This is an optimization exercise on Yosys and OpenROAD, whose aim is small area, not a production implementation. Only simulation tests tie the RTL to the original design; equivalence was not proved. The clock port is modelled as an ideal driver; clocking choices that lean on that would not hold on a real chip.

==> inputs of run a <==
## tetris_top
module tetris_top #(
    parameter int DEBOUNCE_CYCLES = 4,
    parameter int GRAVITY_CYCLES  = 64,
    parameter int SCAN_CYCLES     = 8
) (
    input  logic                         clk,
    input  logic                         reset,
    input  logic                         btn_left,
    input  logic                         btn_right,
    input  logic                         btn_rotate,
    input  logic                         btn_drop,
    input  logic [tetris_pkg::ROW_W-1:0] row_sel,
    output tetris_pkg::row_mask_t        locked_row,
    output tetris_pkg::row_mask_t        active_row,
    output logic [6:0]                   seg,
    output logic [1:0]                   an,
    output logic                         score_win
);
Settings: LEC_CHECK=0, ABC_AREA=1, CAP_MARGIN=0, CORE_MARGIN=2, CORE_UTILIZATION=35, PLACE_DENSITY=0.5, SLEW_MARGIN=0; clock period 15.0 ns.
standard.sh (not shown) runs the stock make flow with config.mk's settings and CLKGATE_MAP_FILE= SYNTH_SCRIPT=/design/flow/synth_recipe.tcl, a recipe that flattens the netlist after the stock synthesis.
==> flow/flow/run.sh <==
#!/bin/bash
# Own layout flow: the standard flow (standard.sh), except that
#  - the combinational logic of the standard synthesis is mapped again for area
#    (reabc.tcl with abc.script); registers keep their cells and names;
#  - ports get the smallest buffer; the clock tree uses clkbuf_8 without dummy loads,
#    and after CTS any clock buffer whose sinks would see a slow edge becomes clkbuf_16
#    (fixclk.tcl).
# Each tool's output goes to a log_*.txt file in the work folder.
set -euo pipefail
W=$(pwd)
R=$W/orfs/results/$FLOW_PLATFORM/tetris_top/base
LIB=$FLOW_HOME/platforms/$FLOW_PLATFORM/lib/sky130_fd_sc_hd__tt_025C_1v80.lib
YOSYS=$(command -v yosys || echo "$FLOW_HOME/../tools/install/yosys/bin/yosys")
KNOBS=(
  "BUFFER_PORTS_ARGS=-buffer_cell sky130_fd_sc_hd__buf_1"
  "CTS_ARGS=-sink_clustering_enable -repair_clock_nets -dont_use_dummy_load -buf_list sky130_fd_sc_hd__clkbuf_8"
)
bash standard.sh "${KNOBS[@]}" synth > "$W/log_synth.txt" 2>&1
cp "$R/1_2_yosys.v" "$W/netlist_standard.v"
python3 "$W/flow/gen_cells.py" "$LIB" > "$W/comb_cells.v"
# several abc scripts (different random seeds for deepsyn) in parallel; keep the smallest
best=""; best_area=""
for n in 0 1 2 3 4 5 6 7; do
  CF_LIB="$LIB" CF_TOP="$FLOW_TOP" CF_CELLS="$W/comb_cells.v" CF_IN="$W/netlist_standard.v" \
    CF_ABC="$W/flow/abc$n.script" CF_STAT="$W/reabc_stat$n.txt" CF_OUT="$W/netlist_reabc$n.v" \
    "$YOSYS" -c "$W/flow/reabc.tcl" > "$W/log_reabc$n.txt" 2>&1 &
done
wait
for n in 0 1 2 3 4 5 6 7; do
  [[ -s "$W/netlist_reabc$n.v" ]] || continue
  a=$(awk '/Chip area/ {print $NF}' "$W/reabc_stat$n.txt")
  if [[ -z "$best" ]] || awk -v a="$a" -v b="$best_area" 'BEGIN {exit !(a < b)}'; then
    best=$n; best_area=$a
  fi
done
echo "reabc: script $best, area $best_area" > "$W/reabc_choice.txt"
cp "$W/netlist_reabc$best.v" "$W/netlist_reabc.v"
python3 "$W/flow/upsize.py" "$W/netlist_reabc.v" "$W/netlist_sized.v" "$LIB" 12 100 > "$W/log_upsize.txt" 2>&1
cp "$W/netlist_sized.v" "$W/netlist_reabc.v"
cp "$W/netlist_reabc.v" "$R/1_2_yosys.v"
rm -f "$R/1_synth.odb" "$R/1_synth.sdc"
bash standard.sh "${KNOBS[@]}" cts > "$W/log_layout_cts.txt" 2>&1
CF_LIB="$LIB" CF_ODB="$R/4_cts.odb" CF_SDC="$R/4_cts.sdc" CF_SLEW=0.105 \
  CF_RC="$FLOW_HOME/platforms/$FLOW_PLATFORM/setRC.tcl" \
  openroad -no_init -exit "$W/flow/fixclk.tcl" > "$W/log_fixclk.txt" 2>&1
bash standard.sh "${KNOBS[@]}" > "$W/log_layout.txt" 2>&1
==> flow/flow/abc1.script <==
strash
dc2
&get -n
&deepsyn -T 120
&put
strash
&get -n
&dch -f
&nf -a -R 1000 -F 8 -A 8 -p
&put
mfs2 -a
strash
&get -n
&deepsyn -T 120
&put
strash
&get -n
&dch -f
&nf -a -R 1000 -F 8 -A 8 -p
&put
strash
&get -n
&dch -f
&nf -a -R 1000 -F 8 -A 8 -p
&put
topo
==> flow/flow/abc2.script <==
strash
dc2
&get -n
&deepsyn -T 120 -S 3
&put
strash
&get -n
&dch -f
&nf -a -R 1000 -F 8 -A 8 -p
&put
strash
&get -n
&deepsyn -T 120 -S 13
&put
strash
&get -n
&dch -f
&nf -a -R 1000 -F 8 -A 8 -p
&put
strash
&get -n
&dch -f
&nf -a -R 1000 -F 8 -A 8 -p
&put
topo
==> flow/flow/abc3.script <==
strash
dc2
&get -n
&deepsyn -T 120
&put
strash
&get -n
&dch -f
&nf -a -R 1000 -F 8 -A 8 -p
&put
strash
&get -n
&deepsyn -T 120
&put
strash
&get -n
&dch -f
&nf -a -R 1000 -F 8 -A 8 -p
&put
strash
&get -n
&deepsyn -T 120
&put
strash
&get -n
&dch -f
&nf -a -R 1000 -F 8 -A 8 -p
&put
strash
&get -n
&dch -f
&nf -a -R 1000 -F 8 -A 8 -p
&put
topo
==> flow/flow/abc4.script <==
strash
&get -n
&deepsyn -T 120 -S 0
&put
strash
&get -n
&dch -f
&nf -a -R 1000 -F 8 -A 8 -p
&put
strash
&get -n
&deepsyn -T 120 -S 0
&put
strash
&get -n
&dch -f
&nf -a -R 1000 -F 8 -A 8 -p
&put
strash
&get -n
&deepsyn -T 120 -S 0
&put
strash
&get -n
&dch -f
&nf -a -R 1000 -F 8 -A 8 -p
&put
strash
&get -n
&deepsyn -T 120 -S 0
&put
strash
&get -n
&dch -f
&nf -a -R 1000 -F 8 -A 8 -p
&put
strash
&get -n
&deepsyn -T 120 -S 0
&put
strash
&get -n
&dch -f
&nf -a -R 1000 -F 8 -A 8 -p
&put
strash
&get -n
&dch -f
&nf -a -R 1000 -F 8 -A 8 -p
&put
topo
==> flow/flow/abc5.script <==
strash
&get -n
&deepsyn -T 120 -S 3
&put
strash
&get -n
&dch -f
&nf -a -R 1000 -F 8 -A 8 -p
&put
strash
&get -n
&deepsyn -T 120 -S 3
&put
strash
&get -n
&dch -f
&nf -a -R 1000 -F 8 -A 8 -p
&put
strash
&get -n
&deepsyn -T 120 -S 3
&put
strash
&get -n
&dch -f
&nf -a -R 1000 -F 8 -A 8 -p
&put
strash
&get -n
&deepsyn -T 120 -S 3
&put
strash
&get -n
&dch -f
&nf -a -R 1000 -F 8 -A 8 -p
&put
strash
&get -n
&deepsyn -T 120 -S 3
&put
strash
&get -n
&dch -f
&nf -a -R 1000 -F 8 -A 8 -p
&put
strash
&get -n
&dch -f
&nf -a -R 1000 -F 8 -A 8 -p
&put
topo
==> flow/flow/abc6.script <==
strash
&get -n
&deepsyn -T 120 -S 5
&put
strash
&get -n
&dch -f
&nf -a -R 1000 -F 8 -A 8 -p
&put
strash
&get -n
&deepsyn -T 120 -S 5
&put
strash
&get -n
&dch -f
&nf -a -R 1000 -F 8 -A 8 -p
&put
strash
&get -n
&deepsyn -T 120 -S 5
&put
strash
&get -n
&dch -f
&nf -a -R 1000 -F 8 -A 8 -p
&put
strash
&get -n
&deepsyn -T 120 -S 5
&put
strash
&get -n
&dch -f
&nf -a -R 1000 -F 8 -A 8 -p
&put
strash
&get -n
&deepsyn -T 120 -S 5
&put
strash
&get -n
&dch -f
&nf -a -R 1000 -F 8 -A 8 -p
&put
strash
&get -n
&dch -f
&nf -a -R 1000 -F 8 -A 8 -p
&put
topo
==> flow/flow/abc7.script <==
strash
&get -n
&deepsyn -T 120 -S 7
&put
strash
&get -n
&dch -f
&nf -a -R 1000 -F 8 -A 8 -p
&put
strash
&get -n
&deepsyn -T 120 -S 7
&put
strash
&get -n
&dch -f
&nf -a -R 1000 -F 8 -A 8 -p
&put
strash
&get -n
&deepsyn -T 120 -S 7
&put
strash
&get -n
&dch -f
&nf -a -R 1000 -F 8 -A 8 -p
&put
strash
&get -n
&deepsyn -T 120 -S 7
&put
strash
&get -n
&dch -f
&nf -a -R 1000 -F 8 -A 8 -p
&put
strash
&get -n
&deepsyn -T 120 -S 7
&put
strash
&get -n
&dch -f
&nf -a -R 1000 -F 8 -A 8 -p
&put
strash
&get -n
&dch -f
&nf -a -R 1000 -F 8 -A 8 -p
&put
topo
==> flow/flow/upsize.py <==
# Gives the driver of each high-fanout net a stronger drive (same function), so that
# placement needs fewer buffers. Registers are left as they are.
import re, sys
src, dst, libfile = sys.argv[1], sys.argv[2], sys.argv[3]
lib = open(libfile).read()
cells = set(re.findall(r'cell\s*\(\s*"?(sky130_fd_sc_hd__\w+)"?\s*\)', lib))
txt = open(src).read()
inst_re = re.compile(r"(sky130_fd_sc_hd__(\w+?)_(\d+))(\s+)(\\\S+ |\S+)(\s*\()(.*?)\);", re.S)
fo = {}
for m in inst_re.finditer(txt):
    for k, v in re.findall(r'\.(\w+)\(([^()]*)\)', m.group(7)):
        if k not in ('X', 'Y', 'Q', 'Q_N', 'COUT', 'SUM', 'HI', 'LO'):
            fo[v.strip()] = fo.get(v.strip(), 0) + 1
n = 0
def sub(m):
    global n
    base, size = m.group(2), int(m.group(3))
    if base.startswith(('df', 'edf', 'sdf', 'conb', 'dl')):
        return m.group(0)
    outs = [v.strip() for k, v in re.findall(r'\.(\w+)\(([^()]*)\)', m.group(7)) if k in ('X', 'Y')]
    f = max([fo.get(o, 0) for o in outs] or [0])
    want = 4 if f >= int(sys.argv[5]) else 2 if f >= int(sys.argv[4]) else size
    if want > size and "sky130_fd_sc_hd__%s_%d" % (base, want) in cells:
        n += 1
        return m.group(0).replace(m.group(1), "sky130_fd_sc_hd__%s_%d" % (base, want), 1)
    return m.group(0)
out = inst_re.sub(sub, txt)
open(dst, 'w').write(out)
print("upsized", n, "drivers")
Other scripts of this flow, unchanged in this note and not shown: flow/flow/abc0.script, flow/flow/fixclk.tcl, flow/flow/gen_cells.py, flow/flow/reabc.tcl
==> inputs of run b, as changes to run a <==
--- a/flow/config.mk
+++ b/flow/config.mk
@@ -8,6 +8,6 @@
 export ABC_AREA = 1
 export CAP_MARGIN = 0
 export CORE_MARGIN = 2
-export CORE_UTILIZATION = 35
-export PLACE_DENSITY = 0.5
+export CORE_UTILIZATION = 40
+export PLACE_DENSITY = 0.55
 export SLEW_MARGIN = 0
==> inputs of run c, as changes to run a <==
--- a/flow/flow/run.sh
+++ b/flow/flow/run.sh
@@ -14,19 +14,21 @@
 KNOBS=(
   "BUFFER_PORTS_ARGS=-buffer_cell sky130_fd_sc_hd__buf_1"
   "CTS_ARGS=-sink_clustering_enable -repair_clock_nets -dont_use_dummy_load -buf_list sky130_fd_sc_hd__clkbuf_8"
+  "MATCH_CELL_FOOTPRINT=0"
+  "RECOVER_POWER=100"
 )
 bash standard.sh "${KNOBS[@]}" synth > "$W/log_synth.txt" 2>&1
 cp "$R/1_2_yosys.v" "$W/netlist_standard.v"
 python3 "$W/flow/gen_cells.py" "$LIB" > "$W/comb_cells.v"
 # several abc scripts (different random seeds for deepsyn) in parallel; keep the smallest
 best=""; best_area=""
-for n in 0 1 2 3 4 5 6 7; do
+for n in 0 1 2 3; do
   CF_LIB="$LIB" CF_TOP="$FLOW_TOP" CF_CELLS="$W/comb_cells.v" CF_IN="$W/netlist_standard.v" \
     CF_ABC="$W/flow/abc$n.script" CF_STAT="$W/reabc_stat$n.txt" CF_OUT="$W/netlist_reabc$n.v" \
     "$YOSYS" -c "$W/flow/reabc.tcl" > "$W/log_reabc$n.txt" 2>&1 &
 done
 wait
-for n in 0 1 2 3 4 5 6 7; do
+for n in 0 1 2 3; do
   [[ -s "$W/netlist_reabc$n.v" ]] || continue
   a=$(awk '/Chip area/ {print $NF}' "$W/reabc_stat$n.txt")
   if [[ -z "$best" ]] || awk -v a="$a" -v b="$best_area" 'BEGIN {exit !(a < b)}'; then
@@ -35,8 +37,6 @@
 done
 echo "reabc: script $best, area $best_area" > "$W/reabc_choice.txt"
 cp "$W/netlist_reabc$best.v" "$W/netlist_reabc.v"
-python3 "$W/flow/upsize.py" "$W/netlist_reabc.v" "$W/netlist_sized.v" "$LIB" 12 100 > "$W/log_upsize.txt" 2>&1
-cp "$W/netlist_sized.v" "$W/netlist_reabc.v"
 cp "$W/netlist_reabc.v" "$R/1_2_yosys.v"
 rm -f "$R/1_synth.odb" "$R/1_synth.sdc"
 bash standard.sh "${KNOBS[@]}" cts > "$W/log_layout_cts.txt" 2>&1
==> flow/flow/abc1.script (replaced) <==
strash
dc2
&get -n
&deepsyn -T 120 -S 1
&put
strash
&get -n
&dch -f
&nf -a -R 1000 -F 8 -A 8 -p
&put
strash
&get -n
&deepsyn -T 120 -S 11
&put
strash
&get -n
&dch -f
&nf -a -R 1000 -F 8 -A 8 -p
&put
strash
&get -n
&dch -f
&nf -a -R 1000 -F 8 -A 8 -p
&put
topo
==> flow/flow/abc2.script (replaced) <==
strash
dc2
&get -n
&deepsyn -T 120 -S 2
&put
strash
&get -n
&dch -f
&nf -a -R 1000 -F 8 -A 8 -p
&put
strash
&get -n
&deepsyn -T 120 -S 12
&put
strash
&get -n
&dch -f
&nf -a -R 1000 -F 8 -A 8 -p
&put
strash
&get -n
&dch -f
&nf -a -R 1000 -F 8 -A 8 -p
&put
topo
==> flow/flow/abc3.script (replaced) <==
strash
dc2
&get -n
&deepsyn -T 120 -S 3
&put
strash
&get -n
&dch -f
&nf -a -R 1000 -F 8 -A 8 -p
&put
strash
&get -n
&deepsyn -T 120 -S 13
&put
strash
&get -n
&dch -f
&nf -a -R 1000 -F 8 -A 8 -p
&put
strash
&get -n
&dch -f
&nf -a -R 1000 -F 8 -A 8 -p
&put
topo
==> flow/config.mk (replaced) <==
export PLATFORM = sky130hd
export DESIGN_NAME = tetris_top
export DESIGN_NICKNAME = tetris_top
export VERILOG_FILES = /design/flow/design.v
export SDC_FILE = /design/flow/constraint.sdc
export NUM_CORES = 8
export LEC_CHECK = 0
export CAP_MARGIN = 0
export CORE_MARGIN = 2
export CORE_UTILIZATION = 40
export PLACE_DENSITY = 0.55
export SLEW_MARGIN = 0
removed: flow/flow/abc4.script
removed: flow/flow/abc5.script
removed: flow/flow/abc6.script
removed: flow/flow/abc7.script
removed: flow/flow/upsize.py
==> inputs of run d, as changes to run a <==
--- a/flow/flow/run.sh
+++ b/flow/flow/run.sh
@@ -20,13 +20,13 @@
 python3 "$W/flow/gen_cells.py" "$LIB" > "$W/comb_cells.v"
 # several abc scripts (different random seeds for deepsyn) in parallel; keep the smallest
 best=""; best_area=""
-for n in 0 1 2 3 4 5 6 7; do
+for n in 0 1 2 3; do
   CF_LIB="$LIB" CF_TOP="$FLOW_TOP" CF_CELLS="$W/comb_cells.v" CF_IN="$W/netlist_standard.v" \
     CF_ABC="$W/flow/abc$n.script" CF_STAT="$W/reabc_stat$n.txt" CF_OUT="$W/netlist_reabc$n.v" \
     "$YOSYS" -c "$W/flow/reabc.tcl" > "$W/log_reabc$n.txt" 2>&1 &
 done
 wait
-for n in 0 1 2 3 4 5 6 7; do
+for n in 0 1 2 3; do
   [[ -s "$W/netlist_reabc$n.v" ]] || continue
   a=$(awk '/Chip area/ {print $NF}' "$W/reabc_stat$n.txt")
   if [[ -z "$best" ]] || awk -v a="$a" -v b="$best_area" 'BEGIN {exit !(a < b)}'; then
@@ -35,8 +35,6 @@
 done
 echo "reabc: script $best, area $best_area" > "$W/reabc_choice.txt"
 cp "$W/netlist_reabc$best.v" "$W/netlist_reabc.v"
-python3 "$W/flow/upsize.py" "$W/netlist_reabc.v" "$W/netlist_sized.v" "$LIB" 12 100 > "$W/log_upsize.txt" 2>&1
-cp "$W/netlist_sized.v" "$W/netlist_reabc.v"
 cp "$W/netlist_reabc.v" "$R/1_2_yosys.v"
 rm -f "$R/1_synth.odb" "$R/1_synth.sdc"
 bash standard.sh "${KNOBS[@]}" cts > "$W/log_layout_cts.txt" 2>&1
==> flow/flow/abc1.script (replaced) <==
strash
dc2
&get -n
&deepsyn -T 120 -S 1
&put
strash
&get -n
&dch -f
&nf -a -R 1000 -F 8 -A 8 -p
&put
strash
&get -n
&deepsyn -T 120 -S 11
&put
strash
&get -n
&dch -f
&nf -a -R 1000 -F 8 -A 8 -p
&put
strash
&get -n
&dch -f
&nf -a -R 1000 -F 8 -A 8 -p
&put
topo
==> flow/flow/abc2.script (replaced) <==
strash
dc2
&get -n
&deepsyn -T 120 -S 2
&put
strash
&get -n
&dch -f
&nf -a -R 1000 -F 8 -A 8 -p
&put
strash
&get -n
&deepsyn -T 120 -S 12
&put
strash
&get -n
&dch -f
&nf -a -R 1000 -F 8 -A 8 -p
&put
strash
&get -n
&dch -f
&nf -a -R 1000 -F 8 -A 8 -p
&put
topo
==> flow/flow/abc3.script (replaced) <==
strash
dc2
&get -n
&deepsyn -T 120 -S 3
&put
strash
&get -n
&dch -f
&nf -a -R 1000 -F 8 -A 8 -p
&put
strash
&get -n
&deepsyn -T 120 -S 13
&put
strash
&get -n
&dch -f
&nf -a -R 1000 -F 8 -A 8 -p
&put
strash
&get -n
&dch -f
&nf -a -R 1000 -F 8 -A 8 -p
&put
topo
==> flow/config.mk (replaced) <==
export PLATFORM = sky130hd
export DESIGN_NAME = tetris_top
export DESIGN_NICKNAME = tetris_top
export VERILOG_FILES = /design/flow/design.v
export SDC_FILE = /design/flow/constraint.sdc
export NUM_CORES = 8
export LEC_CHECK = 0
export CAP_MARGIN = 0
export CORE_MARGIN = 2
export CORE_UTILIZATION = 50
export PLACE_DENSITY = 0.65
export SLEW_MARGIN = 0
removed: flow/flow/abc4.script
removed: flow/flow/abc5.script
removed: flow/flow/abc6.script
removed: flow/flow/abc7.script
removed: flow/flow/upsize.py
==> comparison table <==
| item | run a | run b | run d | run c |
|---|---|---|---|---|
| Combined area of the multi-input logic cells | 7060 um2 | 7040 um2 | 7110 um2 | 7110 um2 |
| Placement Cell Area | 11,700 um2 | 11,600 um2 | 11,700 um2 | 11,800 um2 |
| Post-DP HPWL | 33,700 um | 33,400 um | 31,000 um | 31,800 um |
| Number of DRC markers after the initial detailed-route iteration | 1,873 | 2,114 | 2,056 | 1,988 |
| Transition time at the pin with the least slew margin | 1.30 ns | 1.27 ns | 1.31 ns | 2.08 ns |
| Count of vias placed by the detailed router | 12,300 | 12,400 | 12,500 | 12,300 |
| Vert. Die Dim | 180 um | 169 um | 152 um | 169 um |
| Met1 Usage GRT | 0.392 | 0.445 | 0.480 | 0.423 |
| Run status | complete, no violations | complete, no violations | complete, no violations | complete, but fails checks |
| Violated checks | - | - | - | capacitance limit, slew limit |
| Final non-filler cell area | 12,000 um2 | 11,900 um2 | 12,000 um2 | 12,000 um2 |
| Post-synthesis to final-layout area growth | 10.5% | 9.59% | 9.64% | 9.72% |
| Post-layout worst setup margin | 4.76 ns | 4.43 ns | 4.82 ns | 4.47 ns |
| Number of ordinary inverters in the final layout | 15 | 15 | 32 | 32 |

-- afterwards: timing with drivers on the ports --
How much do the figures lean on ideal ports? The routed layouts below were timed once more, with nothing changed but the port constraints. Step 1, drivers: a clkbuf_16 drives clk and a buf_2 each remaining input, both assumed. Step 2, shift: input delay + t, output delay - t, t = (earliest + latest rising clock arrival at the registers) / 2. This alone moves slack from input paths to output paths. a / b / c = no drivers / after step 1 / after step 2; a / b = the first two.
run	t (ns)	setup slack, ns	worst setup path at the end	clock arrival spread, ns
run a	0.468	4.759 / 4.691 / 4.691	input to output	0.028 / 0.029
run b	0.441	4.429 / 4.380 / 4.821	register to output	0.036 / 0.036
run c	0.445	4.466 / 4.409 / 4.409	input to output	0.033 / 0.033
run d	0.441	4.818 / 4.756 / 4.756	input to output	0.026 / 0.026
For run a, which loses most, drivers alone change the setup slack by -0.068 ns; drivers and shift together by -0.068 ns.
